This design comes from an exercise in tuning for small area, a short achievable clock period and few clock cycles on the open sky130 flow, not from production work. RTL that was checked went through simulation tests only; none was proved equivalent to the original. Only the layout flow was run in runs 2 and 5; the RTL was not checked for function there. Power figures rest on the tool's default switching activity, not on a simulated workload.

==> flow/design.v <==
`timescale 1ns/100ps
package isaPkg;
  typedef enum logic [6:0] {
    OP_R      = 7'b0110011,
    OP_IMM    = 7'b0010011,
    OP_LOAD   = 7'b0000011,
    OP_STORE  = 7'b0100011,
    OP_BRANCH = 7'b1100011,
    OP_JAL    = 7'b1101111
  } opcodeT;
  typedef logic [2:0] funct3T;
  localparam funct3T F3_ADD_SUB = 3'b000;
  localparam funct3T F3_SLL     = 3'b001;
  localparam funct3T F3_SLT     = 3'b010;
  localparam funct3T F3_SLTU    = 3'b011;
  localparam funct3T F3_XOR     = 3'b100;
  localparam funct3T F3_SRL_SRA = 3'b101;
  localparam funct3T F3_OR      = 3'b110;
  localparam funct3T F3_AND     = 3'b111;
  localparam funct3T F3_BEQ  = 3'b000;
  localparam funct3T F3_BNE  = 3'b001;
  localparam funct3T F3_BLT  = 3'b100;
  localparam funct3T F3_BGE  = 3'b101;
  localparam funct3T F3_BLTU = 3'b110;
  localparam funct3T F3_BGEU = 3'b111;
  localparam funct3T F3_MEM_B  = 3'b000;
  localparam funct3T F3_MEM_H  = 3'b001;
  localparam funct3T F3_MEM_W  = 3'b010;
  localparam funct3T F3_MEM_BU = 3'b100;
  localparam funct3T F3_MEM_HU = 3'b101;
  localparam logic [6:0] F7_ALT = 7'b0100000;  
  typedef enum logic [3:0] {
    ALU_ADD, ALU_SUB, ALU_XOR, ALU_OR, ALU_AND, ALU_SLL, ALU_SRL, ALU_SRA,
    ALU_SLT, ALU_SLTU, ALU_BLT, ALU_BLTU
  } aluOpT;
  typedef enum logic [1:0] {
    CLASS_REG_IMM = 2'b00,
    CLASS_ADDR    = 2'b01,
    CLASS_BRANCH  = 2'b10
  } aluClassT;
endpackage
`timescale 1ns/100ps
package pipePkg;
  typedef struct packed {
    logic regWrite;
    logic memRead;
    logic memWrite;
    logic memToReg;
    logic aluSrc;
    logic branch;
    logic jump;
    logic [1:0] aluClass;
  } ctrlT;
  typedef struct packed {
    logic [32-1:0] pc;
    logic [31:0] instr;
  } ifIdT;
  typedef struct packed {
    ctrlT ctrl;
    logic [32-1:0] pc;
    logic [32-1:0] rs1Data;
    logic [32-1:0] rs2Data;
    logic [32-1:0] imm;
    logic [5-1:0] rs1;
    logic [5-1:0] rs2;
    logic [5-1:0] rd;
    logic [2:0] funct3;
    logic [6:0] funct7;
  } idExT;
  typedef struct packed {
    ctrlT ctrl;
    logic [32-1:0] aluResult;
    logic [32-1:0] storeData;
    logic [32-1:0] branchTarget;
    logic branchTaken;
    logic [2:0] funct3;
    logic [5-1:0] rd;
  } exMemT;
  typedef struct packed {
    logic regWrite;
    logic [32-1:0] writeData;
    logic [5-1:0] rd;
  } memWbT;
  localparam int IFID_W  = 64;
  localparam int IDEX_W  = 162;
  localparam int EXMEM_W = 114;
  localparam int MEMWB_W = 38;
  localparam logic [1:0] BYP_RF  = 2'd0;
  localparam logic [1:0] BYP_WB  = 2'd1;
  localparam logic [1:0] BYP_MEM = 2'd2;
endpackage
`timescale 1ns/100ps
`timescale 1ns/100ps
`timescale 1ns/100ps
`timescale 1ns/100ps
module addFast #(
  parameter int W = 32
) (
  input  logic [W-1:0] a,
  input  logic [W-1:0] b,
  input  logic         cin,
  output logic [W-1:0] s
);
  localparam int L = (W <= 2) ? 1 : (W <= 4) ? 2 : (W <= 8) ? 3 : (W <= 16) ? 4 : (W <= 32) ? 5 : 6;
  logic [W-1:0] g [L+1];
  logic [W-1:0] p [L+1];
  logic [W-1:0] x;
  assign x = a ^ b;
  assign g[0] = {a[W-1:1] & b[W-1:1], a[0] & b[0] | x[0] & cin};
  assign p[0] = x;
  for (genvar l = 1; l <= L; l++) begin : level
    for (genvar i = 0; i < W; i++) begin : bit_
      if (((i >> (l - 1)) & 1) == 1) begin : merge
        localparam int J = ((i >> (l - 1)) << (l - 1)) - 1;
        assign g[l][i] = g[l-1][i] | p[l-1][i] & g[l-1][J];
        assign p[l][i] = p[l-1][i] & p[l-1][J];
      end else begin : pass
        assign g[l][i] = g[l-1][i];
        assign p[l][i] = p[l-1][i];
      end
    end
  end
  assign s = x ^ {g[L][W-2:0], cin};
endmodule
module cmpFast (
  input  logic [32-1:0] a,
  input  logic [32-1:0] b,
  output logic               eq,
  output logic               lt,
  output logic               ltu
);
  localparam int W = 32 - 1;  
  localparam int L = (W <= 2) ? 1 : (W <= 4) ? 2 : (W <= 8) ? 3 : (W <= 16) ? 4 : (W <= 32) ? 5 : 6;
  logic [W-1:0] e [L+1];
  logic [W-1:0] l [L+1];
  logic eTop;
  assign e[0] = ~(a[W-1:0] ^ b[W-1:0]);
  assign l[0] = ~a[W-1:0] & b[W-1:0];
  for (genvar k = 1; k <= L; k++) begin : level
    for (genvar i = 0; i < W; i++) begin : bit_
      if (((i >> (k - 1)) & 1) == 1) begin : merge
        localparam int J = ((i >> (k - 1)) << (k - 1)) - 1;
        assign l[k][i] = l[k-1][i] | e[k-1][i] & l[k-1][J];
        assign e[k][i] = e[k-1][i] & e[k-1][J];
      end else begin : pass
        assign l[k][i] = l[k-1][i];
        assign e[k][i] = e[k-1][i];
      end
    end
  end
  assign eTop = ~(a[W] ^ b[W]);
  assign eq = eTop & e[L][W-1];
  assign ltu = ~a[W] & b[W] | eTop & l[L][W-1];
  assign lt = a[W] & ~b[W] | eTop & l[L][W-1];
endmodule
module alu (
  input  logic [32-1:0] a,
  input  logic [32-1:0] b,
  input  logic               cin,
  input  logic               selSum,   
  input  logic               selSll,
  input  logic               selSlt,
  input  logic               selSltu,
  input  logic               selXor,
  input  logic               selSr,
  input  logic               selOr,
  input  logic               selAnd,
  input  logic               arith,    
  output logic [32-1:0] sum,
  output logic [32-1:0] result,
  output logic               eq,
  output logic               lt,
  output logic               ltu
);
  logic [32-1:0] shIn;
  logic [32-1:0] shOut;
  logic [32-1:0] shRev;
  addFast #(.W(32)) adder (.a(a), .b(b), .cin(cin), .s(sum));
  cmpFast cmp (.a(a), .b(b), .eq(eq), .lt(lt), .ltu(ltu));
  always_comb
  begin
    for (int i = 0; i < 32; i++)
      shIn[i] = selSll ? a[32-1-i] : a[i];
  end
  assign shOut = 32'($signed({arith & a[32-1], shIn}) >>> b[4:0]);
  always_comb
  begin
    for (int i = 0; i < 32; i++)
      shRev[i] = shOut[32-1-i];
  end
  assign result = ({32{selSum}} & sum)
                | ({32{selSll}} & shRev)
                | ({32{selSr}} & shOut)
                | ({32{selSlt}} & {{(32-1){1'b0}}, lt})
                | ({32{selSltu}} & {{(32-1){1'b0}}, ltu})
                | ({32{selXor}} & (a ^ b))
                | ({32{selOr}} & (a | b))
                | ({32{selAnd}} & (a & b));
endmodule
`timescale 1ns/100ps
module regFile (
  input  logic               clock,
  input  logic [5-1:0] readAddrA,
  input  logic [5-1:0] readAddrB,
  input  logic               writeEn,    
  input  logic [5-1:0] writeAddr,
  input  logic [32-1:0] writeData,
  output logic [32-1:0] readDataA,
  output logic [32-1:0] readDataB
);
  logic [32-1:0] regs [1:32-1];
  always_ff @(posedge clock)
  begin
    for (int i = 1; i < 32; i++)
      if (writeEn && writeAddr == 5'(i))
        regs[i] <= writeData;
  end
  always_comb
  begin
    readDataA = '0;
    readDataB = '0;
    for (int i = 1; i < 32; i++)
    begin
      readDataA = readDataA | ({32{readAddrA == 5'(i)}} & regs[i]);
      readDataB = readDataB | ({32{readAddrB == 5'(i)}} & regs[i]);
    end
    if (writeEn && writeAddr == readAddrA)
      readDataA = writeData;
    if (writeEn && writeAddr == readAddrB)
      readDataB = writeData;
  end
endmodule
`timescale 1ns/100ps
module memAlign (
  input  logic [2:0]          loadF3,
  input  logic [1:0]          loadAddrLow,
  input  logic [32-1:0]  memRdata,
  output logic [32-1:0]  loadData,
  input  logic [2:0]          storeF3,
  input  logic [1:0]          storeAddrLow,
  input  logic [32-1:0]  storeData,
  output logic [32-1:0]  laneData,
  output logic [3:0]          byteEnables
);
  logic [32-1:0] rdataShift;
  logic signBit;
  assign rdataShift = memRdata >> {loadAddrLow, 3'b000};  
  always_comb
  begin
    signBit = !loadF3[2] && (loadF3[0] ? rdataShift[15] : rdataShift[7]);
    loadData[7:0] = rdataShift[7:0];
    loadData[15:8] = (loadF3[1:0] == 2'b00) ? {8{signBit}} : rdataShift[15:8];
    loadData[31:16] = loadF3[1] ? rdataShift[31:16] : {16{signBit}};
  end
  always_comb
  begin
    laneData[7:0] = storeData[7:0];
    laneData[15:8] = (storeF3[1:0] == 2'b00) ? storeData[7:0] : storeData[15:8];
    laneData[23:16] = storeF3[1] ? storeData[23:16] : storeData[7:0];
    laneData[31:24] = storeF3[1] ? storeData[31:24] :
                      storeF3[0] ? storeData[15:8] : storeData[7:0];
    case (storeF3[1:0])
      2'b00:   byteEnables = 4'b0001 << storeAddrLow;
      2'b01:   byteEnables = storeAddrLow[1] ? 4'b1100 : 4'b0011;
      default: byteEnables = 4'b1111;
    endcase
  end
endmodule
`timescale 1ns/100ps
module pipeCpu (
  input  logic               clock,
  input  logic               rstN,
  output logic [32-1:0] imemAddr,
  input  logic [31:0]        imemData,
  output logic [32-1:0] dmemAddr,
  output logic [32-1:0] dmemWdata,
  output logic [3:0]         dmemBe,
  output logic               dmemWe,
  input  logic [32-1:0] dmemRdata
);
  logic [9:0]         pc;         
  logic [32-1:0] exA;
  logic [32-1:0] exB;        
  logic [32-1:0] exS;        
  logic [5-1:0] exRd;
  logic [2:0]         exF3;
  logic [9:0]         exAltPc;    
  logic exFwdA, exFwdB, exFwdS;   
  logic exWrite;                  
  logic exLoad;
  logic exStoreOp;
  logic exBranch;
  logic exPred;                   
  logic exSum, exSub, exSll, exSlt, exSltu, exXor, exSr, exOr, exAnd, exArith;
  logic [32-1:0] memRes;     
  logic [32-1:0] memLanes;
  logic [3:0]         memBe;
  logic [5-1:0] memRd;
  logic [2:0]         memF3;
  logic memWrite;
  logic memLoad;
  logic memStore;
  logic [32-1:0] loadData;
  logic [32-1:0] wbData;
  logic [32-1:0] laneData;
  logic [3:0] byteEnables;
  logic [32-1:0] a;
  logic [32-1:0] b;
  logic [32-1:0] s;
  logic [32-1:0] sum;
  logic [32-1:0] aluResult;
  logic eq, lt, ltu;
  logic taken;
  logic mispredict;
  assign a = exFwdA ? memRes : exA;
  assign b = exFwdB ? (memRes ^ {32{exSub}}) : exB;  
  assign s = exFwdS ? wbData : exS;    
  alu exAlu (
    .a(a), .b(b), .cin(exSub),
    .selSum(exSum), .selSll(exSll), .selSlt(exSlt), .selSltu(exSltu),
    .selXor(exXor), .selSr(exSr), .selOr(exOr), .selAnd(exAnd), .arith(exArith),
    .sum(sum), .result(aluResult), .eq(eq), .lt(lt), .ltu(ltu)
  );
  assign taken = (exF3[2] ? (exF3[1] ? ltu : lt) : eq) ^ exF3[0];
  assign mispredict = exBranch && (taken != exPred);
  memAlign align (
    .loadF3(memF3), .loadAddrLow(memRes[1:0]), .memRdata(dmemRdata), .loadData(loadData),
    .storeF3(exF3), .storeAddrLow(sum[1:0]), .storeData(s),
    .laneData(laneData), .byteEnables(byteEnables)
  );
  assign dmemAddr = {memRes[32-1:2], 2'b00};
  assign dmemWdata = memLanes;
  assign dmemBe = memBe;
  assign dmemWe = memStore;
  assign wbData = memLoad ? loadData : memRes;
  always_ff @(posedge clock)
  begin
    if (!rstN)
    begin
      memWrite <= 1'b0;
      memStore <= 1'b0;
    end
    else
    begin
      memWrite <= exWrite;
      memStore <= exStoreOp;
    end
  end
  always_ff @(posedge clock)
  begin
    memRes <= aluResult;
    memLanes <= laneData;
    memBe <= byteEnables;
    memRd <= exRd;
    memF3 <= exF3;
    memLoad <= exLoad;
  end
  logic [31:0] instr;
  logic [32-1:0] rs1Data;
  logic [32-1:0] rs2Data;
  logic isR, isImm, isLoad, isStore, isBranch, isJal;
  logic usesRs2;
  logic isSub;
  logic [5-1:0] rs1, rs2, rd;
  logic [32-1:0] imm;
  logic [9:0] offset;
  logic [9:0] jumpPc;
  logic [9:0] seqPc;
  logic predTaken;
  logic trivial;
  logic loadUse;
  logic issue;               
  logic [2:0] f3;
  assign imemAddr = {{(32-12){1'b0}}, pc, 2'b00};
  assign instr = imemData;
  assign f3 = instr[14:12];
  assign rs1 = instr[19:15];
  assign rs2 = instr[24:20];
  assign rd = instr[11:7];
  assign isLoad   = instr[6:4] == 3'b000;
  assign isImm    = instr[6:4] == 3'b001;
  assign isStore  = instr[6:4] == 3'b010;
  assign isR      = instr[6:4] == 3'b011;
  assign isBranch = instr[6:4] == 3'b110 && !instr[2];
  assign isJal    = instr[6:4] == 3'b110 && instr[2];
  assign usesRs2  = isR || isBranch || isStore;
  assign isSub    = isR && f3 == 3'b000 && instr[30];
  assign imm = {{(32-11){instr[31]}}, instr[30:25],
                isStore ? instr[11:7] : instr[24:20]};
  assign offset = isJal ? {instr[20], instr[30:22]} : {instr[7], instr[30:25], instr[11:9]};
  addFast #(.W(10)) jumpAdd (.a(pc), .b(offset), .cin(1'b0), .s(jumpPc));
  addFast #(.W(10)) seqAdd (.a(pc), .b(10'd0), .cin(1'b1), .s(seqPc));
  assign predTaken = isBranch && ((rs1 == rs2) ? (f3 == 3'b000 || f3 == 3'b101 || f3 == 3'b111)
                                               : (instr[31] || f3 == 3'b001));
  assign trivial = !instr[31] && !instr[7] && instr[30:25] == '0 && instr[11:8] == 4'b0010;
  assign loadUse = exLoad && exWrite &&
                   (exRd == rs1 && !isJal || exRd == rs2 && (isR || isBranch));
  assign issue = !loadUse && !mispredict;
  regFile regs (
    .clock(clock),
    .readAddrA(rs1), .readAddrB(rs2),
    .writeEn(memWrite), .writeAddr(memRd), .writeData(wbData),
    .readDataA(rs1Data), .readDataB(rs2Data)
  );
  always_ff @(posedge clock)
  begin
    if (!rstN)
      pc <= '0;
    else if (mispredict)
      pc <= exAltPc;
    else if (loadUse)
      pc <= pc;
    else if (isJal || predTaken)
      pc <= jumpPc;
    else
      pc <= seqPc;
  end
  always_ff @(posedge clock)
  begin
    if (!rstN)
    begin
      exWrite <= 1'b0;
      exStoreOp <= 1'b0;
      exBranch <= 1'b0;
      exLoad <= 1'b0;
    end
    else
    begin
      exWrite <= issue && (isR || isImm || isLoad) && rd != '0;
      exStoreOp <= issue && isStore;
      exBranch <= issue && isBranch && !trivial;
      exLoad <= issue && isLoad;
    end
  end
  always_ff @(posedge clock)
  begin
    exA <= rs1Data;
    exB <= (isR || isBranch) ? (isSub ? ~rs2Data : rs2Data) : imm;
    exS <= rs2Data;
    exRd <= rd;
    exF3 <= f3;
    exPred <= predTaken;
    exAltPc <= predTaken ? seqPc : jumpPc;
    exFwdA <= exWrite && exRd == rs1;
    exFwdB <= exWrite && exRd == rs2 && (isR || isBranch);
    exFwdS <= exWrite && exRd == rs2 && isStore;
    exSum <= (isImm || isR) && f3 == 3'b000 || isLoad || isStore;
    exSub <= isSub;
    exSll <= (isR || isImm) && f3 == 3'b001;
    exSlt <= (isR || isImm) && f3 == 3'b010;
    exSltu <= (isR || isImm) && f3 == 3'b011;
    exXor <= (isR || isImm) && f3 == 3'b100;
    exSr <= (isR || isImm) && f3 == 3'b101;
    exOr <= (isR || isImm) && f3 == 3'b110;
    exAnd <= (isR || isImm) && f3 == 3'b111;
    exArith <= instr[30];
  end
endmodule
==> flow/flow/run.sh <==
#!/bin/bash
# The standard layout (standard.sh), with one change to synthesis: Yosys
# does not extract full/half-adder cells (ADDER_MAP_FILE empty), so ABC maps
# the design's parallel-prefix adders and comparator as plain gates.
# The whole output of the flow goes to flow_run.log in the work folder; ORFS
# keeps each tool's own log under orfs/logs/.
set -euo pipefail
export ADDER_MAP_FILE=
bash standard.sh finish > flow_run.log 2>&1
==> flow/config.mk <==
export PLATFORM = sky130hd
export DESIGN_NAME = pipeCpu
export DESIGN_NICKNAME = pipeCpu
export VERILOG_FILES = /design/flow/design.v
export SDC_FILE = /design/flow/constraint.sdc
export NUM_CORES = 4
export LEC_CHECK = 0
export CAP_MARGIN = 20
export CORE_MARGIN = 2
export CORE_UTILIZATION = 40
export SETUP_SLACK_MARGIN = 5
export SLEW_MARGIN = 20
==> flow/constraint.sdc <==
create_clock -name core_clock -period 9.0 [get_ports {clock}]
set_input_delay 1.8000 -clock core_clock [delete_from_list [all_inputs] [get_ports {clock}]]
set_output_delay 1.8000 -clock core_clock [all_outputs]
set_load 0.01 [all_outputs]
==> flow/standard.sh <==
#!/bin/bash
# synth_recipe.tcl (not shown) runs the flow's synth.tcl, then flattens the netlist and writes it again
# the make line also repeats each setting of config.mk as NAME=value (left out here)
make -C /OpenROAD-flow-scripts/flow DESIGN_CONFIG=/design/flow/config.mk WORK_HOME=/design/flow/orfs CLKGATE_MAP_FILE= SYNTH_SCRIPT=/design/flow/synth_recipe.tcl "${@:-finish}"
==> results of run 1 <==
-- worst max-delay path, stage by stage --
cell,delay [ns]
clkdlybuf4s50_1,0.58
mux2i_1,0.32
a22o_1,0.21
a21oi_2,0.06
buf_4,0.29
mux2i_1,0.73
inv_1,0.28
mux2_2,0.39
-- cell usage in the layout, fill, tap and decap left out, types with 86 or more instances in the layout --
| cell type | count |
|---|---|
| clkdlybuf4s50_1 | 122 |
| clkbuf_16 | 132 |
| nor2_4 | 97 |
| a22o_1 | 239 |
| buf_4 | 232 |
| nand2_1 | 153 |
| mux2i_1 | 125 |
| a21oi_1 | 256 |
| nand4_1 | 149 |
| edfxtp_1 | 992 |
| nor2_1 | 242 |
| a22oi_1 | 429 |
| dfxtp_1 | 212 |
| xnor2_1 | 118 |
| o21ai_0 | 95 |
| a221oi_1 | 248 |
| nand3_1 | 86 |
-- sequential cells by signal, summed over array words and instances, names as in the netlist, 3 cells and up --
signal	flops
exRd	5
memRd	5
regs.regs	992
exS	32
pc	10
memRes	32
exB	32
memLanes	32
memBe	4
exF3	3
exA	32
memF3	3
exAltPc	10
-- kinds of logic after synthesis --
kind of cell | after synthesis
XOR/XNOR | 189
multiplexers | 218
other | 1
AO/OA/AOI/OAI | 1644
adder cells (fa/ha/maj) | 23
flip-flops | 1213
buffers and inverters | 428
AND/OR/NAND/NOR | 963
-- power breakdown --
group | leakage [nW] | switching (mW) | internal, mW | total, mW
Clock | 2.02 | 2.37 | 3.04 | 5.41
Combinational | 9.34 | 1.74 | 0.864 | 2.60
Sequential | 10.9 | 0.223 | 6.52 | 6.74
-- cell type report --
type | instances | area share
Timing Repair Buffer | 412 | 0.0557
Clock buffer | 169 | 0.0513
Sequential cell | 1213 | 0.503
Multi-Input combinational cell | 3064 | 0.342
Clock inverter | 65 | 0.0109
Antenna cell | 3 | 0.000110
Inverter | 39 | 0.00222
Tap cell | 1903 | 0.0350
-- timing repair --
item	in CTS	in global routing
hold buffers	0	0
pin swaps	30	15
setup endpoints to repair	157	103
gates resized for setup	151	83
cloned	1	2
setup buffers	66	22
-- path summary, 6_finish.rpt --
check                           slack (ns)     endpoint  cells past startpoint
worst max-delay path                  4.98  memLanes[8]                      8
worst min-delay path                  0.38      memLoad                      0
worst max register to register        5.01   memRes[27]                     10
worst min register to register        0.38      memLoad                      0
-- stage by stage --
step | hold slack (ns) | util | instances
final | 0.378 | 0.475 | 6868
after CTS | 0.385 | 0.471 | 6841
after global placement | 0.357 | 0.433 | 6539
after floorplan | 0.329 | - | 4702
after detailed placement | 0.358 | 0.433 | 6540
after global routing | 0.398 | 0.475 | 6865
-- routing by layer --
metal | track usage | wire length (um) | vias to the layer above
li1 | - | - | 19389
met1 | 0.447 | 92500 | 24404
met2 | 0.523 | 114000 | 5480
met3 | 0.161 | 47600 | 1603
met4 | 0.252 | 25500 | 24
met5 | 0.00162 | 257 | -
==> results.ini, run 1 <==
[die]
die_w_um = 384
num_rows = 139
start_util = 0.402
die_area_um2 = 147000
coreArea_um2 = 143000
die_h_um = 384
ios = 167

[place]
post-place-ws_ns = 2.82
placed_area_um2 = 62100
place.gp.congestion = 0.982
port-buffer-count = 139
hpwl_um = 161000

[synth]
synth_warnings = 14
yosys.area_share.simple = 0.0808
synth_xor_xnor_area_share = 0.0289
avgSynthCellArea_um2 = 12.3
synthAdderAreaFrac = 0.00410
netlist.area_leader.share = 0.517
synthTopCellsByArea = edfxtp_1, dfxtp_1, a22oi_1, a221oi_1, a22o_1
ys_ff_latch = 1213
synth_edf_count = 992
synth.most_common_cell = edfxtp_1
synth_compound_area_frac = 0.214
yosysSeqAreaShare = 0.594
synth_ff_type = edfxtp_1
synth_area_um2 = 57600
synth_top_family_by_area = compound AO/OA/AOI/OAI gates
synth_commonest_cells = edfxtp_1, a22oi_1, nor2_1
async_flop_share = 0
synth.largest_area_cell = edfxtp_1
synthCells = 4679
ys_types = 95
synthMuxAreaShare = 0.0472

[setup_path]
cp.required_ns = 9.66
endpoint_kind = register
r2r_start = exFwdA
critPathLaunch = dmemRdata[24]
worstPathMaxFanout = 34
cp-start-kind = primary input
worst-endpoint-arrival_ns = 4.68
path_class = primary input to register

[drt]
drtPass1Iterations = 10
avgViaCountPerCell = 7.41
drt_iter0_markers = 11453
vias = 50900
wire_per_inst_um = 40.7
ant_nets = 0
finalWirelength_um = 280000
drc = 0

[worst_hold_path]
min-delay-start = exLoad
hold_class = register to register

[clock_tree]
cts.sinks = 1213
worst_skew_pair.late_latency_ns = 0.82
cts_buffers = 130
clk_path_buf_depth = 3
clk_pin_slew_ns = 0.06
cts_root_buffer = clkbuf_16
htreeDepth = 4
cts_tree = yes

[grt]
grt_util_all_layers = 0.368
grt_pass1_wl_um = 378000
overflow = 0
grt_max_degree = 88
grt_pass1_vias = 46860
antenna_found_initial = 12

[sta]
finalCritPeriodShare = 0.447
timing.fmax_ghz = 0.249
fin_tns_setup_ns = 0
finalSetupViolCount = 0
setup_slack_ns = 4.98
finClkSkew_ns = 0.0427
slew_viol_final = 0
hold_violations = 0
tightest_slew_ns = 1.18
layout_min_cycle_time_ns = 4.02
grt_setup_unrepaired = yes
max_slew_margin = 0.213

[cells_and_area]
stdcell_area_um2 = 68100
drive_above_1_share = 0.174
area_growth_pct = 18.1
multi_input_area_um2 = 23300
nets = 4926
fill_cells = 12556
sequential_cell_area_um2 = 34200

[flow_run]
cap_violations = 0

[power_and_ir_drop]
pwr_density_cell_nw_per_um2 = 217
p_leak_nw = 22.3
irDropWorstVdd_mv = 0.226
power.total_mw = 14.8

[outcome]
status = no timing/DRC/antenna violations

Testbench counts, summed over its fixed seeds: cycles 42,780.
==> run 2, diff against run 1 <==
--- a/flow/design.v
+++ b/flow/design.v
@@ -101,7 +101,7 @@
   input  logic         cin,
   output logic [W-1:0] s
 );
-  localparam int L = (W <= 2) ? 1 : (W <= 4) ? 2 : (W <= 8) ? 3 : (W <= 16) ? 4 : (W <= 32) ? 5 : 6;
+  localparam int L = $clog2(W);
   logic [W-1:0] g [L+1];
   logic [W-1:0] p [L+1];
   logic [W-1:0] x;
@@ -130,7 +130,7 @@
   output logic               ltu
 );
   localparam int W = 32 - 1;  
-  localparam int L = (W <= 2) ? 1 : (W <= 4) ? 2 : (W <= 8) ? 3 : (W <= 16) ? 4 : (W <= 32) ? 5 : 6;
+  localparam int L = $clog2(W);
   logic [W-1:0] e [L+1];
   logic [W-1:0] l [L+1];
   logic eTop;
@@ -156,7 +156,7 @@
 module alu (
   input  logic [32-1:0] a,
   input  logic [32-1:0] b,
-  input  logic               cin,
+  input  logic               sub,
   input  logic               selSum,   
   input  logic               selSll,
   input  logic               selSlt,
@@ -175,7 +175,7 @@
   logic [32-1:0] shIn;
   logic [32-1:0] shOut;
   logic [32-1:0] shRev;
-  addFast #(.W(32)) adder (.a(a), .b(b), .cin(cin), .s(sum));
+  addFast #(.W(32)) adder (.a(a), .b(b ^ {32{sub}}), .cin(sub), .s(sum));
   cmpFast cmp (.a(a), .b(b), .eq(eq), .lt(lt), .ltu(ltu));
   always_comb
   begin
@@ -280,8 +280,9 @@
 );
   logic [9:0]         pc;         
   logic [32-1:0] exA;
-  logic [32-1:0] exB;        
   logic [32-1:0] exS;        
+  logic [11:0]        exImm;      
+  logic exUseImm;
   logic [5-1:0] exRd;
   logic [2:0]         exF3;
   logic [9:0]         exAltPc;    
@@ -313,10 +314,10 @@
   logic taken;
   logic mispredict;
   assign a = exFwdA ? memRes : exA;
-  assign b = exFwdB ? (memRes ^ {32{exSub}}) : exB;  
+  assign b = exFwdB ? memRes : exUseImm ? {{(32-12){exImm[11]}}, exImm} : exS;
   assign s = exFwdS ? wbData : exS;    
   alu exAlu (
-    .a(a), .b(b), .cin(exSub),
+    .a(a), .b(b), .sub(exSub),
     .selSum(exSum), .selSll(exSll), .selSlt(exSlt), .selSltu(exSltu),
     .selXor(exXor), .selSr(exSr), .selOr(exOr), .selAnd(exAnd), .arith(exArith),
     .sum(sum), .result(aluResult), .eq(eq), .lt(lt), .ltu(ltu)
@@ -362,8 +363,8 @@
   logic usesRs2;
   logic isSub;
   logic [5-1:0] rs1, rs2, rd;
-  logic [32-1:0] imm;
-  logic [9:0] offset;
+  logic [9:0] jalPc;
+  logic [9:0] branchPc;
   logic [9:0] jumpPc;
   logic [9:0] seqPc;
   logic predTaken;
@@ -385,10 +386,10 @@
   assign isJal    = instr[6:4] == 3'b110 && instr[2];
   assign usesRs2  = isR || isBranch || isStore;
   assign isSub    = isR && f3 == 3'b000 && instr[30];
-  assign imm = {{(32-11){instr[31]}}, instr[30:25],
-                isStore ? instr[11:7] : instr[24:20]};
-  assign offset = isJal ? {instr[20], instr[30:22]} : {instr[7], instr[30:25], instr[11:9]};
-  addFast #(.W(10)) jumpAdd (.a(pc), .b(offset), .cin(1'b0), .s(jumpPc));
+  addFast #(.W(10)) jalAdd (.a(pc), .b({instr[20], instr[30:22]}), .cin(1'b0), .s(jalPc));
+  addFast #(.W(10)) brAdd (.a(pc), .b({instr[7], instr[30:25], instr[11:9]}), .cin(1'b0),
+                           .s(branchPc));
+  assign jumpPc = isJal ? jalPc : branchPc;
   addFast #(.W(10)) seqAdd (.a(pc), .b(10'd0), .cin(1'b1), .s(seqPc));
   assign predTaken = isBranch && ((rs1 == rs2) ? (f3 == 3'b000 || f3 == 3'b101 || f3 == 3'b111)
                                                : (instr[31] || f3 == 3'b001));
@@ -435,12 +436,13 @@
   always_ff @(posedge clock)
   begin
     exA <= rs1Data;
-    exB <= (isR || isBranch) ? (isSub ? ~rs2Data : rs2Data) : imm;
+    exImm <= {instr[31:25], isStore ? instr[11:7] : instr[24:20]};
+    exUseImm <= !(isR || isBranch);
     exS <= rs2Data;
     exRd <= rd;
     exF3 <= f3;
     exPred <= predTaken;
-    exAltPc <= predTaken ? seqPc : jumpPc;
+    exAltPc <= predTaken ? seqPc : branchPc;
     exFwdA <= exWrite && exRd == rs1;
     exFwdB <= exWrite && exRd == rs2 && (isR || isBranch);
     exFwdS <= exWrite && exRd == rs2 && isStore;
==> flow/flow/run.sh (replaced) <==
#!/bin/bash
# The standard layout (standard.sh) with two changes:
#  - synthesis: Yosys does not extract full/half-adder cells (ADDER_MAP_FILE
#    empty), so ABC maps the design's parallel-prefix adders and comparator
#    as plain gates;
#  - every input and output port still gets its own buffer, but a buf_4
#    instead of the delay cell buffer_ports picks by default.
# The whole output of the flow goes to flow_run.log in the work folder; ORFS
# keeps each tool's own log under orfs/logs/.
set -euo pipefail
export ADDER_MAP_FILE=
export BUFFER_PORTS_ARGS="-buffer_cell sky130_fd_sc_hd__buf_4"
bash standard.sh finish > flow_run.log 2>&1
==> run 2 against run 1 <==
Count of clock-buffer cells in the layout is 24 lower. Synthesized cell count is 0.19% lower. Sequential cell count is 20 lower. Clock power is 1% lower. Non-clock buffer count is 41 higher. Core utilization is 0.47 points higher. Critical path type is now register to register. Largest cell class unchanged. Highest routed layer unchanged.
==> results.ini, run 2 <==
[outcome]
status = no timing/DRC/antenna violations

[grt]
grt_util_all_layers = 0.367
grt_pass1_vias = 46918
grt_max_degree = 65
antenna_found_initial = 11
grt_pass1_wl_um = 375000
overflow = 0

[place]
post-place-cells = 6518
port-buffer-count = 139
hpwl_um = 163000
place.gp.congestion = 0.986
post-place-ws_ns = 3.57

[die]
coreArea_um2 = 142000
die_h_um = 382
start_util = 0.403
die_w_um = 382
ios = 167
die_area_um2 = 146000
num_rows = 138

[setup_path]
critPathSlowestCell = or4b_4
crit_chain = buf_12 > buf_16 > mux2i_4 > a211oi_2 > maj3_2 > o31ai_4 > o211ai_1 > maj3_2 > a2bb2oi_2 > or4b_4 > a21o_1 > a31oi_2 > mux2i_2 > buf_4 > buf_12 > nand3_2 > o21ai_1
worst-endpoint-arrival_ns = 4.89
cpPeakStageDelay_ns = 0.54
path_class = register to register
cp_top_family = compound AO/OA/AOI/OAI gates
cp_num_buf_inv = 4
cp.required_ns = 9.68
endpoint_kind = register
cp-start-kind = register
worstPathMaxFanout = 6

[sta]
layout_min_cycle_time_ns = 4.21
grt_setup_unrepaired = yes
setup_slack_ns = 4.79
tightest_slew_ns = 1.25
fin_tns_setup_ns = 0
max_slew_margin = 0.165
finClkSkew_ns = 0.0794
hold_violations = 0
finalSetupViolCount = 0
finalCritPeriodShare = 0.468
timing.fmax_ghz = 0.238
slew_viol_final = 0

[synth]
avgSynthCellArea_um2 = 12.2
synth_edf_count = 992
synth_commonest_cells = edfxtp_1, a22oi_1, nor2_1
yosysSeqAreaShare = 0.593
synth_warnings = 14
synth.most_common_cell = edfxtp_1
netlist.area_leader.share = 0.522
ys_types = 96
ys_ff_latch = 1193
synth.largest_area_cell = edfxtp_1
synthCells = 4670
synth_ff_type = edfxtp_1
synthTopCellsByArea = edfxtp_1, dfxtp_1, a22oi_1, a221oi_1, a22o_1
async_flop_share = 0
synth_area_um2 = 57100

[clock_tree]
cts_tree = yes
cts_root_buffer = clkbuf_16
cts.sinks = 1193
cts_buffers = 121
clk_path_buf_depth = 3
worst_skew_pair.late_latency_ns = 0.80
clk_pin_slew_ns = 0.06
htreeDepth = 3

[drt]
wire_per_inst_um = 40.7
drt_iter0_markers = 10890
avgViaCountPerCell = 7.40
drc = 0
vias = 50944
drtPass1Iterations = 10
finalWirelength_um = 280000
ant_nets = 0

[cells_and_area]
mostFrequentLayoutCell = edfxtp_1
regMostFlops = regs.regs
nets = 4948
area_growth_pct = 19.0
fill_cells = 12395
fin_util = 0.480
layout_common_cells = edfxtp_1, a22oi_1, buf_4
instances_no_fill = 6882
drive_above_1_share = 0.214
largest_register_ff_count = 992

[power_and_ir_drop]
p_leak_nw = 22.5
pwr_density_cell_nw_per_um2 = 214
irDropWorstVdd_mv = 0.182

[flow_run]
cap_violations = 0

[worst_hold_path]
hold_class = register to register

==> run 2: cell count changes in the layout (fill, tap and decap cells not counted), moves of 32 or more <==
| cell | previous run | this run |
|---|---|---|
| buf_4 | 232 | 400 |
| clkdlybuf4s50_1 | 122 | 0 |
| nand2_1 | 153 | 231 |
| a21oi_1 | 256 | 200 |
| o21ai_0 | 95 | 134 |
| xor2_1 | 68 | 34 |
| mux2i_1 | 125 | 93 |
==> run 2: cells by family after synthesis <==
family,Yosys count,share of synthesized area
muxes,229,0.0494
AOI/OAI and AO/OA,1636,0.215
xor gates and xnor gates,134,0.0206
adders and majority gates,35,0.00638
DFF,1193,0.593
other,1,0.0000657
buffers and inverters,418,0.0312
and+or+nand+nor,1024,0.0848
==> run 2: routing by layer <==
layer / share of wire / vias up / routed length (um) / GRT usage
met5: 0.0011 / - / 322 / 0.00860
met4: 0.097 / 20 / 27300 / 0.262
met3: 0.17 / 1692 / 47300 / 0.161
met2: 0.41 / 5403 / 114000 / 0.526
met1: 0.33 / 24399 / 91300 / 0.438
li1: - / 19430 / - / -
==> run 2: cell type report <==
| class | instances | area (um^2) | area share |
|---|---|---|---|
| Multi-Input combinational cell | 3082 | 23400 | 0.344 |
| Antenna cell | 5 | 12.5 | 0.000184 |
| Tap cell | 1890 | 2360 | 0.0348 |
| Inverter | 31 | 125 | 0.00184 |
| Timing Repair Buffer | 453 | 4080 | 0.0601 |
| Clock inverter | 83 | 920 | 0.0135 |
| Sequential cell | 1193 | 33800 | 0.498 |
| Clock buffer | 145 | 3210 | 0.0473 |
==> run 2: stage by stage <==
stage | total power, mW | hold slack, ns | instance area (um^2)
final | 14.5 | 0.352 | 67900
after CTS | 14.3 | 0.349 | 67200
after global routing | 14.8 | 0.358 | 67900
after floorplan | 7.93 | 0.328 | 57200
after global placement | 8.91 | 0.333 | 61100
after detailed placement | 8.93 | 0.337 | 61100
==> run 2: worst register-to-register path: stages, from the launching register on <==
cell	delay (ns)
dfxtp_4	0.45
buf_12	0.14
buf_16	0.14
mux2i_4	0.27
a211oi_2	0.11
maj3_2	0.36
o31ai_4	0.29
o211ai_1	0.17
maj3_2	0.36
a2bb2oi_2	0.13
or4b_4	0.54
a21o_1	0.20
a31oi_2	0.22
mux2i_2	0.28
buf_4	0.20
buf_12	0.14
nand3_2	0.06
o21ai_1	0.09
==> run 2: path summary, 6_finish.rpt <==
kind / from / to / slack [ns] / cells past startpoint
max: exUseImm / pc[4] / 4.79 / 17
max reg2reg: exUseImm / pc[4] / 4.79 / 17
min reg2reg: exLoad / memLoad / 0.35 / 0
min: exLoad / memLoad / 0.35 / 0
==> run 2: what timing repair did <==
action	4_1_cts	5_1_grt
endpoints found under the setup margin	160	58
buffers inserted	78	36
gates cloned	12	3
hold endpoints to repair	0	0
pin swaps	52	34
hold buffers	0	0
gates resized for setup	176	79
==> run 2: power breakdown <==
group | switching, mW | internal (mW) | total (mW)
logic | 1.73 | 0.886 | 2.62
registers | 0.191 | 6.39 | 6.58
clock network | 2.30 | 3.03 | 5.34
total | 4.22 | 10.3 | 14.5
==> run 3, diff against run 2 <==
--- a/flow/design.v
+++ b/flow/design.v
@@ -101,7 +101,7 @@
   input  logic         cin,
   output logic [W-1:0] s
 );
-  localparam int L = $clog2(W);
+  localparam int L = (W <= 2) ? 1 : (W <= 4) ? 2 : (W <= 8) ? 3 : (W <= 16) ? 4 : (W <= 32) ? 5 : 6;
   logic [W-1:0] g [L+1];
   logic [W-1:0] p [L+1];
   logic [W-1:0] x;
@@ -130,7 +130,7 @@
   output logic               ltu
 );
   localparam int W = 32 - 1;  
-  localparam int L = $clog2(W);
+  localparam int L = (W <= 2) ? 1 : (W <= 4) ? 2 : (W <= 8) ? 3 : (W <= 16) ? 4 : (W <= 32) ? 5 : 6;
   logic [W-1:0] e [L+1];
   logic [W-1:0] l [L+1];
   logic eTop;
@@ -279,6 +279,8 @@
   input  logic [32-1:0] dmemRdata
 );
   logic [9:0]         pc;         
+  logic               squash;     
+  logic [9:0]         redirPc;    
   logic [32-1:0] exA;
   logic [32-1:0] exS;        
   logic [11:0]        exImm;      
@@ -313,6 +315,7 @@
   logic eq, lt, ltu;
   logic taken;
   logic mispredict;
+  logic exWriteV, exLoadV, exStoreV, exBranchV;   
   assign a = exFwdA ? memRes : exA;
   assign b = exFwdB ? memRes : exUseImm ? {{(32-12){exImm[11]}}, exImm} : exS;
   assign s = exFwdS ? wbData : exS;    
@@ -322,8 +325,12 @@
     .selXor(exXor), .selSr(exSr), .selOr(exOr), .selAnd(exAnd), .arith(exArith),
     .sum(sum), .result(aluResult), .eq(eq), .lt(lt), .ltu(ltu)
   );
+  assign exWriteV = exWrite && !squash;
+  assign exLoadV = exLoad && !squash;
+  assign exStoreV = exStoreOp && !squash;
+  assign exBranchV = exBranch && !squash;
   assign taken = (exF3[2] ? (exF3[1] ? ltu : lt) : eq) ^ exF3[0];
-  assign mispredict = exBranch && (taken != exPred);
+  assign mispredict = exBranchV && (taken != exPred);
   memAlign align (
     .loadF3(memF3), .loadAddrLow(memRes[1:0]), .memRdata(dmemRdata), .loadData(loadData),
     .storeF3(exF3), .storeAddrLow(sum[1:0]), .storeData(s),
@@ -340,11 +347,13 @@
     begin
       memWrite <= 1'b0;
       memStore <= 1'b0;
+      squash <= 1'b0;
     end
     else
     begin
-      memWrite <= exWrite;
-      memStore <= exStoreOp;
+      memWrite <= exWriteV;
+      memStore <= exStoreV;
+      squash <= mispredict;
     end
   end
   always_ff @(posedge clock)
@@ -355,6 +364,7 @@
     memRd <= exRd;
     memF3 <= exF3;
     memLoad <= exLoad;
+    redirPc <= exAltPc;
   end
   logic [31:0] instr;
   logic [32-1:0] rs1Data;
@@ -371,8 +381,10 @@
   logic trivial;
   logic loadUse;
   logic issue;               
+  logic [9:0] fetchPc;
   logic [2:0] f3;
-  assign imemAddr = {{(32-12){1'b0}}, pc, 2'b00};
+  assign fetchPc = squash ? redirPc : pc;
+  assign imemAddr = {{(32-12){1'b0}}, fetchPc, 2'b00};
   assign instr = imemData;
   assign f3 = instr[14:12];
   assign rs1 = instr[19:15];
@@ -386,17 +398,17 @@
   assign isJal    = instr[6:4] == 3'b110 && instr[2];
   assign usesRs2  = isR || isBranch || isStore;
   assign isSub    = isR && f3 == 3'b000 && instr[30];
-  addFast #(.W(10)) jalAdd (.a(pc), .b({instr[20], instr[30:22]}), .cin(1'b0), .s(jalPc));
-  addFast #(.W(10)) brAdd (.a(pc), .b({instr[7], instr[30:25], instr[11:9]}), .cin(1'b0),
+  addFast #(.W(10)) jalAdd (.a(fetchPc), .b({instr[20], instr[30:22]}), .cin(1'b0), .s(jalPc));
+  addFast #(.W(10)) brAdd (.a(fetchPc), .b({instr[7], instr[30:25], instr[11:9]}), .cin(1'b0),
                            .s(branchPc));
   assign jumpPc = isJal ? jalPc : branchPc;
-  addFast #(.W(10)) seqAdd (.a(pc), .b(10'd0), .cin(1'b1), .s(seqPc));
+  addFast #(.W(10)) seqAdd (.a(fetchPc), .b(10'd0), .cin(1'b1), .s(seqPc));
   assign predTaken = isBranch && ((rs1 == rs2) ? (f3 == 3'b000 || f3 == 3'b101 || f3 == 3'b111)
                                                : (instr[31] || f3 == 3'b001));
   assign trivial = !instr[31] && !instr[7] && instr[30:25] == '0 && instr[11:8] == 4'b0010;
-  assign loadUse = exLoad && exWrite &&
+  assign loadUse = exLoadV && exWriteV &&
                    (exRd == rs1 && !isJal || exRd == rs2 && (isR || isBranch));
-  assign issue = !loadUse && !mispredict;
+  assign issue = !loadUse;
   regFile regs (
     .clock(clock),
     .readAddrA(rs1), .readAddrB(rs2),
@@ -407,10 +419,8 @@
   begin
     if (!rstN)
       pc <= '0;
-    else if (mispredict)
-      pc <= exAltPc;
     else if (loadUse)
-      pc <= pc;
+      pc <= fetchPc;
     else if (isJal || predTaken)
       pc <= jumpPc;
     else
@@ -443,9 +453,9 @@
     exF3 <= f3;
     exPred <= predTaken;
     exAltPc <= predTaken ? seqPc : branchPc;
-    exFwdA <= exWrite && exRd == rs1;
-    exFwdB <= exWrite && exRd == rs2 && (isR || isBranch);
-    exFwdS <= exWrite && exRd == rs2 && isStore;
+    exFwdA <= exWriteV && exRd == rs1;
+    exFwdB <= exWriteV && exRd == rs2 && (isR || isBranch);
+    exFwdS <= exWriteV && exRd == rs2 && isStore;
     exSum <= (isImm || isR) && f3 == 3'b000 || isLoad || isStore;
     exSub <= isSub;
     exSll <= (isR || isImm) && f3 == 3'b001;
--- a/flow/config.mk
+++ b/flow/config.mk
@@ -8,5 +8,9 @@
 export CAP_MARGIN = 20
 export CORE_MARGIN = 2
 export CORE_UTILIZATION = 40
+export CTS_BUF_LIST = sky130_fd_sc_hd__clkbuf_16
+export CTS_CLUSTER_DIAMETER = 100
+export CTS_CLUSTER_SIZE = 24
 export SETUP_SLACK_MARGIN = 5
-export SLEW_MARGIN = 20
+export SLEW_MARGIN = 60
+export TNS_END_PERCENT = 10
==> run 3 against run 2 <==
Sequential cell count increased by 11. Global-route usage is 0.37 points lower. Sequential share of layout area grew 2.7 points. Still clean. Non-clock buffer count decreased by 65. Critical path depth is 2 lower. Synthesized area about the same. Design area down 4.6%. First-iteration DRC count rose by 8.5%. Clock skew shrank 0.031 ns.
==> results.ini, run 3 <==
[outcome]
status = no timing/DRC/antenna violations

[setup_path]
critPathSlowestCell = dfxtp_4
cpPeakStageDelay_ns = 0.45
worst-endpoint-arrival_ns = 4.78
cp.required_ns = 9.67
path_class = register to register
worstPathMaxFanout = 30
crit_top_cell = buf_4
cp-start-kind = register
crit_chain = buf_4 > mux2_1 > o21ai_2 > buf_4 > xnor2_1 > mux2i_1 > o32ai_2 > a211oi_4 > buf_12 > o21ai_4 > o2111ai_1 > o41ai_4 > o2bb2a_2 > o22a_1 > o211ai_1
endpoint_kind = register

[synth]
avgSynthCellArea_um2 = 12.3
synth_ff_type = edfxtp_1
synth.most_common_cell = edfxtp_1
synthTopCellsByArea = edfxtp_1, dfxtp_1, a22oi_1, a221oi_1, a22o_1
ys_ff_latch = 1204
synth_area_um2 = 57100
synth_edf_count = 992
yosysSeqAreaShare = 0.596
synth_top_family_by_area = compound AO/OA/AOI/OAI gates
ys_types = 92
netlist.area_leader.share = 0.522
yosys.area_share.simple = 0.0848
synthMuxAreaShare = 0.0520
synthAdderAreaFrac = 0.00701
synth_warnings = 14
async_flop_share = 0
synth_compound_area_frac = 0.209
synth_xor_xnor_area_share = 0.0201
synthCells = 4646
synth.largest_area_cell = edfxtp_1
synth_commonest_cells = edfxtp_1, a22oi_1, nor2_1

[grt]
overflow = 0
grt_max_degree = 83
grt_pass1_wl_um = 371000
antenna_found_initial = 7
grt_util_all_layers = 0.364
grt_pass1_vias = 45381

[cells_and_area]
area_growth_pct = 13.5
layout_common_cells = edfxtp_1, a22oi_1, buf_4
largest_register_ff_count = 992
mostFrequentLayoutCell = edfxtp_1
nets = 4807
regMostFlops = regs.regs
fill_cells = 12689
drive_above_1_share = 0.176

[sta]
grt_setup_unrepaired = yes
finalCritPeriodShare = 0.456
fin_tns_setup_ns = 0
max_slew_margin = 0.519
finClkSkew_ns = 0.0481
layout_min_cycle_time_ns = 4.11
timing.fmax_ghz = 0.243
slew_viol_final = 0
tightest_slew_ns = 0.714
finalSetupViolCount = 0
hold_violations = 0

[drt]
wire_per_inst_um = 41.4
wl_met2_um = 114000
vias = 49601
drtPass1Iterations = 15
dr_wl_met3_um = 45500
wl_met1_um = 92200
finalWirelength_um = 276000
avgViaCountPerCell = 7.44
highest_layer = met5
drc = 0
ant_nets = 0
drt_iter0_markers = 11811

[clock_tree]
htreeDepth = 2
cts_hold_buf = 0
cts_buffers = 59
clk_pin_slew_ns = 0.10
cts_tree = yes
cts.sinks = 1204
clk_path_buf_depth = 3
cts_root_buffer = clkbuf_16
worst_skew_pair.late_latency_ns = 0.77

[die]
die_w_um = 382
ios = 167
die_h_um = 382
coreArea_um2 = 142000
num_rows = 138
start_util = 0.403
die_area_um2 = 146000

[worst_hold_path]
hold_class = register to register

[place]
place.gp.congestion = 0.960
port-buffer-count = 139
hpwl_um = 163000

[power_and_ir_drop]
power.total_mw = 12.2
pwr_density_cell_nw_per_um2 = 189
p_leak_nw = 21.1
irDropWorstVdd_mv = 0.171

[flow_run]
cap_violations = 0

## run 3: cell count changes after synthesis, moves of 11 or more
cell,delta
a21oi_1,+14
a22oi_1,-22
and3_1,-12
clkbuf_1,-20
dfxtp_1,+11
mux2i_1,+19
nand2_1,-20
nor2_1,+17
nor2b_1,+11
nor3_1,+16
o211ai_1,-13
o21ai_0,-33
## run 3: final timing paths
kind / from / end / slack, ns / cells after the start
max reg2reg: exUseImm / memRes[15] / 4.89 / 15
min reg2reg: exAltPc[1] / redirPc[1] / 0.33 / 0
min: exAltPc[1] / redirPc[1] / 0.33 / 0
max: exUseImm / memRes[15] / 4.89 / 15
## run 3: area by class of cell
cell class / instances / area, um^2 / area share
diodes: 10 / 25.0 / 0.000386
clock buffers: 59 / 1480 / 0.0228
clock inverters: 26 / 205 / 0.00317
inverters: 38 / 145 / 0.00224
multi-input cells: 3050 / 22900 / 0.353
flip-flops and latches: 1204 / 34100 / 0.526
well taps: 1890 / 2360 / 0.0365
repair buffers: 388 / 3680 / 0.0568
## run 3: power by group
part	internal [mW]	leakage, nW	switching (mW)
Clock	1.21	0.868	1.88
Sequential	6.44	10.8	0.184
Combinational	0.816	9.35	1.71
## run 3: logic make-up after synthesis
family,Yosys count
AO/OA/AOI/OAI,1580
flip-flops,1204
AND/OR/NAND/NOR,1031
buffers and inverters,415
multiplexers,246
XOR/XNOR,131
adder cells (fa/ha/maj),38
other,1
## run 3: critical path, delay by kind of cell, from the launching register on
kind	cells	cell delay, ns
buffers and inverters	3	0.73
AO/OA/AOI/OAI	9	1.89
multiplexers	2	0.66
flip-flops	1	0.45
XOR/XNOR	1	0.31
## run 3: through the flow
stage	setup slack, ns	hold WS [ns]	area (um^2)	util	std cells
floorplan	4.74	0.310	57200	-	4669
global placement	3.70	0.310	61200	0.432	6497
detailed placement	4.39	0.313	62500	0.442	6549
CTS	4.95	0.327	64400	0.454	6642
finish	4.89	0.328	64800	0.458	6665
global route	4.79	0.342	64800	0.458	6656
## run 3: repair_timing
item / in CTS / in global routing
buffers inserted: 8 / 2
endpoints found under the setup margin: 16 / 15
pin swaps: 3 / 1
endpoints found under the hold margin: 0 / 0
gates resized for setup: 11 / 5
## run 3: routing by layer
layer  up-vias  global-route usage
met2      5360               0.529
li1      18972                   -
met5         -             0.00231
met1     23863               0.449
met4        12               0.232
met3      1394               0.144
Testbench counts of run 3, summed over its fixed seeds: cycles 42,780.
==> run 4, diff against run 3 <==
--- a/flow/config.mk
+++ b/flow/config.mk
@@ -7,10 +7,11 @@
 export LEC_CHECK = 0
 export CAP_MARGIN = 20
 export CORE_MARGIN = 2
-export CORE_UTILIZATION = 40
+export CORE_UTILIZATION = 55
 export CTS_BUF_LIST = sky130_fd_sc_hd__clkbuf_16
 export CTS_CLUSTER_DIAMETER = 100
 export CTS_CLUSTER_SIZE = 24
+export PLACE_DENSITY = 0.7
 export SETUP_SLACK_MARGIN = 5
 export SLEW_MARGIN = 60
 export TNS_END_PERCENT = 10
==> run 4 against run 3 <==
Largest power group unchanged. Design area decreased by 0.94%. Wire length decreased by 5.6%. Highest routed layer unchanged. Critical path type is now primary input to register. Core utilization increased by 16 points. Fmax increased by 2.0%.
==> results.ini, run 4 <==
[sta]
timing.fmax_ghz = 0.248
max_slew_margin = 0.512
tightest_slew_ns = 0.731
finalSetupViolCount = 0
finClkSkew_ns = 0.0390
layout_min_cycle_time_ns = 4.03
slew_viol_final = 0
grt_setup_unrepaired = yes
fin_tns_setup_ns = 0
fin_hold_ws_ns = 0.330
hold_violations = 0
finalCritPeriodShare = 0.448

[synth]
avgSynthCellArea_um2 = 12.3
synthCells = 4646
synthMuxAreaShare = 0.0520
synth_warnings = 14
yosys.area_share.simple = 0.0848
synth_edf_count = 992
synthTopCellsByArea = edfxtp_1, dfxtp_1, a22oi_1, a221oi_1, a22o_1
yosysSeqAreaShare = 0.596
netlist.area_leader.share = 0.522
ys_ff_latch = 1204
synth_area_um2 = 57100
synth_xor_xnor_area_share = 0.0201
synth_commonest_cells = edfxtp_1, a22oi_1, nor2_1
synth.largest_area_cell = edfxtp_1
synthAdderAreaFrac = 0.00701
synth_compound_area_frac = 0.209
ys_types = 92
synth_ff_type = edfxtp_1
async_flop_share = 0
synth.most_common_cell = edfxtp_1
synth_top_family_by_area = compound AO/OA/AOI/OAI gates

[drt]
wire_per_inst_um = 42.4
vias = 50587
ant_nets = 0
drc = 0
avgViaCountPerCell = 8.24
drtPass1Iterations = 15
finalWirelength_um = 260000
drt_iter0_markers = 13207

[die]
die_w_um = 326
die_h_um = 326
num_rows = 118
die_area_um2 = 106000
ios = 167
start_util = 0.553
coreArea_um2 = 103000

[cells_and_area]
regMostFlops = regs.regs
nets = 4794
stdcell_area_um2 = 64200
mostFrequentLayoutCell = edfxtp_1
largest_register_ff_count = 992
fill_cells = 7838
area_growth_pct = 12.4
drive_above_1_share = 0.177
layout_common_cells = edfxtp_1, a22oi_1, buf_4

[clock_tree]
cts_hold_buf = 0
cts_root_buffer = clkbuf_16
clk_path_buf_depth = 3
cts_buffers = 58
cts.sinks = 1204
htreeDepth = 2
worst_skew_pair.late_latency_ns = 0.75
clk_pin_slew_ns = 0.10
cts_tree = yes

[power_and_ir_drop]
p_comb_frac = 0.205
pwr-share-clk = 0.250
pwr-share-seq = 0.546
irDropWorstVdd_mv = 0.174
switching_share = 0.304
p_leak_nw = 21.0
p_int_mw = 8.45
pwr_density_cell_nw_per_um2 = 189
switching_power_mw = 3.69

[place]
hpwl_um = 150000
port-buffer-count = 139
placed_area_um2 = 61500
place.gp.congestion = 1.02

[setup_path]
cp.required_ns = 9.60
cp-start-kind = primary input
worst-endpoint-arrival_ns = 4.63
endpoint_kind = register
worstPathMaxFanout = 16
path_class = primary input to register

[outcome]
status = no timing/DRC/antenna violations

[grt]
grt_util_all_layers = 0.470
grt_pass1_vias = 45614
antenna_found_initial = 15
overflow = 0
grt_pass1_wl_um = 351000
grt_max_degree = 84

[worst_hold_path]
hold_class = register to register

[flow_run]
cap_violations = 0

## run 4: cell counts after synthesis
Identical to the previous run, type by type.
## run 4: final timing paths
check | start | endpoint | slack (ns) | depth (start not counted)
setup / recovery | imemData[22] | exS[11] | 4.97 | 10
hold / removal | exAltPc[1] | redirPc[1] | 0.33 | 0
setup reg to reg | exUseImm | squash | 4.99 | 13
hold reg to reg | exAltPc[1] | redirPc[1] | 0.33 | 0
## run 4: critical path: stages
cell and delay [ns]:
buf_4 0.21, nand3b_1 0.42, nor2_4 0.18, buf_4 0.32, buf_4 0.31, a22o_1 0.26
a221oi_1 0.27, nand4_1 0.19, nor3_2 0.50, a21oi_1 0.13
## run 4: timing repair
| item | 4_1_cts | 5_1_grt |
|---|---|---|
| setup endpoints to repair | 27 | 17 |
| resized for setup | 22 | 32 |
| setup buffers | 3 | 16 |
| gates cloned | 0 | 1 |
| pin swaps | 3 | 5 |
## run 4: cell families (layout without fill, tap and decap cells)
family	Yosys count	after routing
buffers and inverters	415	498
adder cells (fa/ha/maj)	38	38
AO/OA/AOI/OAI	1580	1580
other	1	33
XOR/XNOR	131	131
multiplexers	246	246
flip-flops	1204	1204
AND/OR/NAND/NOR	1031	1031
## run 4: power groups by stage
stage          combinational (mW)  sequential (mW)  clock [mW]
2_1_floorplan                1.33             6.67           0
3_3_place_gp                 2.20             6.74           0
3_5_place_dp                 2.27             6.74           0
4_1_cts                      2.29             6.61        2.98
5_1_grt                      2.57             6.63        3.16
6_report                     2.49             6.62        3.03
## run 4: cell type report
| cell class | count | area (um^2) | area share |
|---|---|---|---|
| Tap cell | 1380 | 1730 | 0.0269 |
| Multi-Input combinational cell | 3050 | 23000 | 0.358 |
| Timing Repair Buffer | 376 | 3610 | 0.0562 |
| Clock buffer | 59 | 1480 | 0.0230 |
| Antenna cell | 9 | 22.5 | 0.000351 |
| Inverter | 38 | 149 | 0.00232 |
| Sequential cell | 1204 | 34100 | 0.531 |
| Clock inverter | 25 | 176 | 0.00275 |
## run 4: stage by stage
step           power [mW]  std cells  worst slack, ns   util
6_report             12.1       6141             4.97  0.622
3_3_place_gp         8.94       5971             3.87  0.585
4_1_cts              11.9       6102             4.93  0.614
3_5_place_dp         9.01       6015             4.30  0.596
2_1_floorplan        8.01       4669             4.74      -
5_1_grt              12.4       6132             4.91  0.622
## run 4: per-layer routing
metal / vias to the layer above / part of all wire / track usage
met5: - / 0.0018 / 0.00311
met4: 32 / 0.10 / 0.328
met3: 1839 / 0.19 / 0.227
met2: 6068 / 0.40 / 0.664
met1: 23687 / 0.31 / 0.562
li1: 18961 / - / -
==> run 5, diff against run 4 <==
--- a/flow/design.v
+++ b/flow/design.v
@@ -175,7 +175,7 @@
   logic [32-1:0] shIn;
   logic [32-1:0] shOut;
   logic [32-1:0] shRev;
-  addFast #(.W(32)) adder (.a(a), .b(b ^ {32{sub}}), .cin(sub), .s(sum));
+  addFast #(.W(32)) adder (.a(a), .b(b), .cin(sub), .s(sum));  
   cmpFast cmp (.a(a), .b(b), .eq(eq), .lt(lt), .ltu(ltu));
   always_comb
   begin
@@ -317,7 +317,7 @@
   logic mispredict;
   logic exWriteV, exLoadV, exStoreV, exBranchV;   
   assign a = exFwdA ? memRes : exA;
-  assign b = exFwdB ? memRes : exUseImm ? {{(32-12){exImm[11]}}, exImm} : exS;
+  assign b = exFwdB ? (memRes ^ {32{exSub}}) : exUseImm ? {{(32-12){exImm[11]}}, exImm} : exS;
   assign s = exFwdS ? wbData : exS;    
   alu exAlu (
     .a(a), .b(b), .sub(exSub),
@@ -448,7 +448,7 @@
     exA <= rs1Data;
     exImm <= {instr[31:25], isStore ? instr[11:7] : instr[24:20]};
     exUseImm <= !(isR || isBranch);
-    exS <= rs2Data;
+    exS <= isSub ? ~rs2Data : rs2Data;
     exRd <= rd;
     exF3 <= f3;
     exPred <= predTaken;
--- a/flow/config.mk
+++ b/flow/config.mk
@@ -7,11 +7,10 @@
 export LEC_CHECK = 0
 export CAP_MARGIN = 20
 export CORE_MARGIN = 2
-export CORE_UTILIZATION = 55
+export CORE_UTILIZATION = 40
 export CTS_BUF_LIST = sky130_fd_sc_hd__clkbuf_16
 export CTS_CLUSTER_DIAMETER = 100
 export CTS_CLUSTER_SIZE = 24
-export PLACE_DENSITY = 0.7
 export SETUP_SLACK_MARGIN = 5
 export SLEW_MARGIN = 60
 export TNS_END_PERCENT = 10
==> run 5 against run 4 <==
Still clean on timing, DRC and antenna. Sequential share of layout area is 0.15 points lower. Via count is 3.7% lower. Wire length is 5.5% higher. Sequential power hardly changed. Hold slack better by 0.0041 ns. Clock skew is 0.023 ns higher. Sequential cell count stayed put. Fmax is 5.1% lower. Core utilization is 17 points lower. Design area is 0.27% higher. First-iteration DRC count is 18% lower. Clock power is 6% higher.
==> results.ini, run 5 <==
[outcome]
status = no timing/DRC/antenna violations

[sta]
fin_tns_setup_ns = 0
layout_min_cycle_time_ns = 4.25
finalSetupViolCount = 0
grt_setup_unrepaired = yes
fin_hold_ws_ns = 0.335
setup_slack_ns = 4.75
slew_viol_final = 0
hold_violations = 0
max_slew_margin = 0.534
timing.fmax_ghz = 0.235
finalCritPeriodShare = 0.472
finClkSkew_ns = 0.0622
tightest_slew_ns = 0.697

[drt]
drt_iter0_markers = 10854
finalWirelength_um = 274000
highest_layer = met5
ant_nets = 0
dr_wl_met3_um = 45800
wl_met2_um = 113000
wire_per_inst_um = 41.7
vias = 48694
avgViaCountPerCell = 7.41
drc = 0
wl_met1_um = 91700
drtPass1Iterations = 10

[setup_path]
rr_worst_depth = 10
path_class = primary input to register
r2r_end = squash
critPathSlowestCell = or3_1
reg2reg_slack_ns = 4.97
endpoint_kind = register
cp-start-kind = primary input
crit_chain = buf_4 > or3_1 > nor2_4 > buf_6 > buf_4 > a22o_1 > a221oi_1 > nand3_1 > nor2_1 > nand4_1 > o22ai_1 > xnor2_1
worstPathMaxFanout = 18
r2r_start = exFwdA
cp.required_ns = 9.58
worst-endpoint-arrival_ns = 4.83
crit_top_cell = buf_4
cpPeakStageDelay_ns = 0.53

[clock_tree]
cts_hold_buf = 0
clk_path_buf_depth = 3
cts_tree = yes
worst_skew_pair.late_latency_ns = 0.78
htreeDepth = 2
cts_buffers = 59
clk_pin_slew_ns = 0.10
cts.sinks = 1204
cts_root_buffer = clkbuf_16

[place]
port-buffer-count = 139
post-place-ws_ns = 4.19
hpwl_um = 164000
place.gp.congestion = 0.977
placed_area_um2 = 62100
post-place-cells = 6450

[worst_hold_path]
holdPathStages = 0
min-delay-start = exAltPc[9]
hold_class = register to register
whs_endpoint = redirPc[9]

[flow_run]
cap_violations = 0

[die]
start_util = 0.402
die_area_um2 = 145000
num_rows = 138
die_h_um = 381
ios = 167
coreArea_um2 = 141000
die_w_um = 381

[grt]
grt_max_degree = 50
grt_pass1_vias = 44596
overflow = 0
antenna_found_initial = 11
grt_pass1_wl_um = 368000
grt_util_all_layers = 0.363

[synth]
synth_top_family_by_area = compound AO/OA/AOI/OAI gates
synth_warnings = 14
synth_edf_count = 992
ys_types = 98
synthAdderAreaFrac = 0.00553
synthCells = 4548
synth_xor_xnor_area_share = 0.0267
synth_commonest_cells = edfxtp_1, a22oi_1, nor2_1
ys_ff_latch = 1204
synthMuxAreaShare = 0.0580
synthTopCellsByArea = edfxtp_1, dfxtp_1, a22oi_1, a221oi_1, a22o_1
synth_ff_type = edfxtp_1
avgSynthCellArea_um2 = 12.5
synth.most_common_cell = edfxtp_1
yosys.area_share.simple = 0.0823
netlist.area_leader.share = 0.524
synth_compound_area_frac = 0.195
synth_area_um2 = 56800
synth.largest_area_cell = edfxtp_1
async_flop_share = 0
yosysSeqAreaShare = 0.599

[cells_and_area]
area_growth_pct = 13.3
drive_above_1_share = 0.171
multi_input_area_um2 = 22400
instances_no_fill = 6575
nets = 4699
layout_common_cells = edfxtp_1, a22oi_1, buf_4
fin_util = 0.456
sequential_cell_area_um2 = 34100
fill_cells = 12800
regMostFlops = regs.regs
largest_register_ff_count = 992
stdcell_area_um2 = 64400
mostFrequentLayoutCell = edfxtp_1

[power_and_ir_drop]
p_leak_nw = 20.9
power.total_mw = 12.3
pwr_density_cell_nw_per_um2 = 191
irDropWorstVdd_mv = 0.182

-- run 5: final cells by class --
| cell class | count | area share |
|---|---|---|
| well taps | 1890 | 0.0367 |
| flip-flops and latches | 1204 | 0.529 |
| repair buffers | 367 | 0.0548 |
| diodes | 4 | 0.000155 |
| clock inverters | 49 | 0.00548 |
| multi-input cells | 2950 | 0.347 |
| inverters | 51 | 0.00301 |
| clock buffers | 60 | 0.0233 |
-- run 5: worst max-delay path: cells and delay by family --
| kind | cells | cell delay, ns |
|---|---|---|
| buf+inv | 3 | 0.92 |
| compound gates | 3 | 0.40 |
| xor+xnor | 1 | 0.46 |
| simple gates | 5 | 1.20 |
-- run 5: kinds of logic (layout without fill, tap and decap cells) --
kind of cell    Yosys count  count (layout)
compound gates         1465            1465
flops                  1204            1204
simple gates            987             987
buf+inv                 417             527
mux                     271             271
xor+xnor                173             173
fa+ha+maj                30              30
other cells               1              28
-- run 5: worst max path at each step --
stage	from	end	slack, ns	cells past startpoint
after CTS	exFwdA	squash	4.92	10
after detailed placement	imemData[22]	exS[22]	4.19	12
after global placement	imemData[15]	exA[2]	3.69	9
after global routing	imemData[23]	exS[15]	4.86	11
after floorplan	imemData[24]	exS[12]	5.01	12
final	imemData[22]	exS[31]	4.75	12
-- run 5: where the power goes --
part	internal (mW)	total (mW)	switching, mW	leakage, nW
Clock	1.30	3.21	1.90	1.03
Combinational	0.779	2.43	1.66	9.07
Sequential	6.44	6.65	0.204	10.8
Total	8.53	12.3	3.76	20.9
-- run 5: what timing repair did --
item                       in CTS  in global routing
buffers inserted                0                  1
setup endpoints to repair      11                 32
gates resized for setup         2                 12
-- run 5: routing by layer --
metal  vias to the layer above  track usage
met5                         -      0.00926
met4                        16        0.246
met3                      1468        0.145
met2                      5303        0.519
met1                     23414        0.447
li1                      18493            -

[what the ideal ports hide]
In the flow no input, the clock included, has a driving cell. The finished layouts below were timed again as built, in two steps. Step 1: set_driving_cell puts a clkbuf_16 on clock and a buf_2 on each other input, an assumption about the parent block. Step 2, shift: input delay + t, output delay - t, t = (earliest + latest rising clock arrival at the registers) / 2. This alone moves slack from input paths to output paths. a / b / c = ideal / step 1 / step 2; a / b = the first two.
run	t (ns)	slack for setup (ns)	hold slack, ns	latest minus earliest clock arrival (ns)	cell pins on the clock port's net
run 1	0.869	4.979 / 5.011 / 4.159	0.378 / 0.378 / 0.378	0.045 / 0.045	1
run 2	0.834	4.792 / 4.792 / 3.999	0.352 / 0.352 / 0.352	0.083 / 0.083	1
run 3	0.818	4.893 / 4.893 / 4.146	0.328 / 0.328 / 0.328	0.049 / 0.049	1
run 4	0.799	4.971 / 4.992 / 4.205	0.330 / 0.330 / 0.330	0.039 / 0.039	1
run 5	0.822	4.753 / 4.806 / 3.984	0.335 / 0.335 / 0.335	0.063 / 0.062	1
After both steps every run listed still meets setup and hold. For run 1, which loses most, drivers alone change the setup slack by +0.032 ns; drivers and shift together by -0.820 ns.
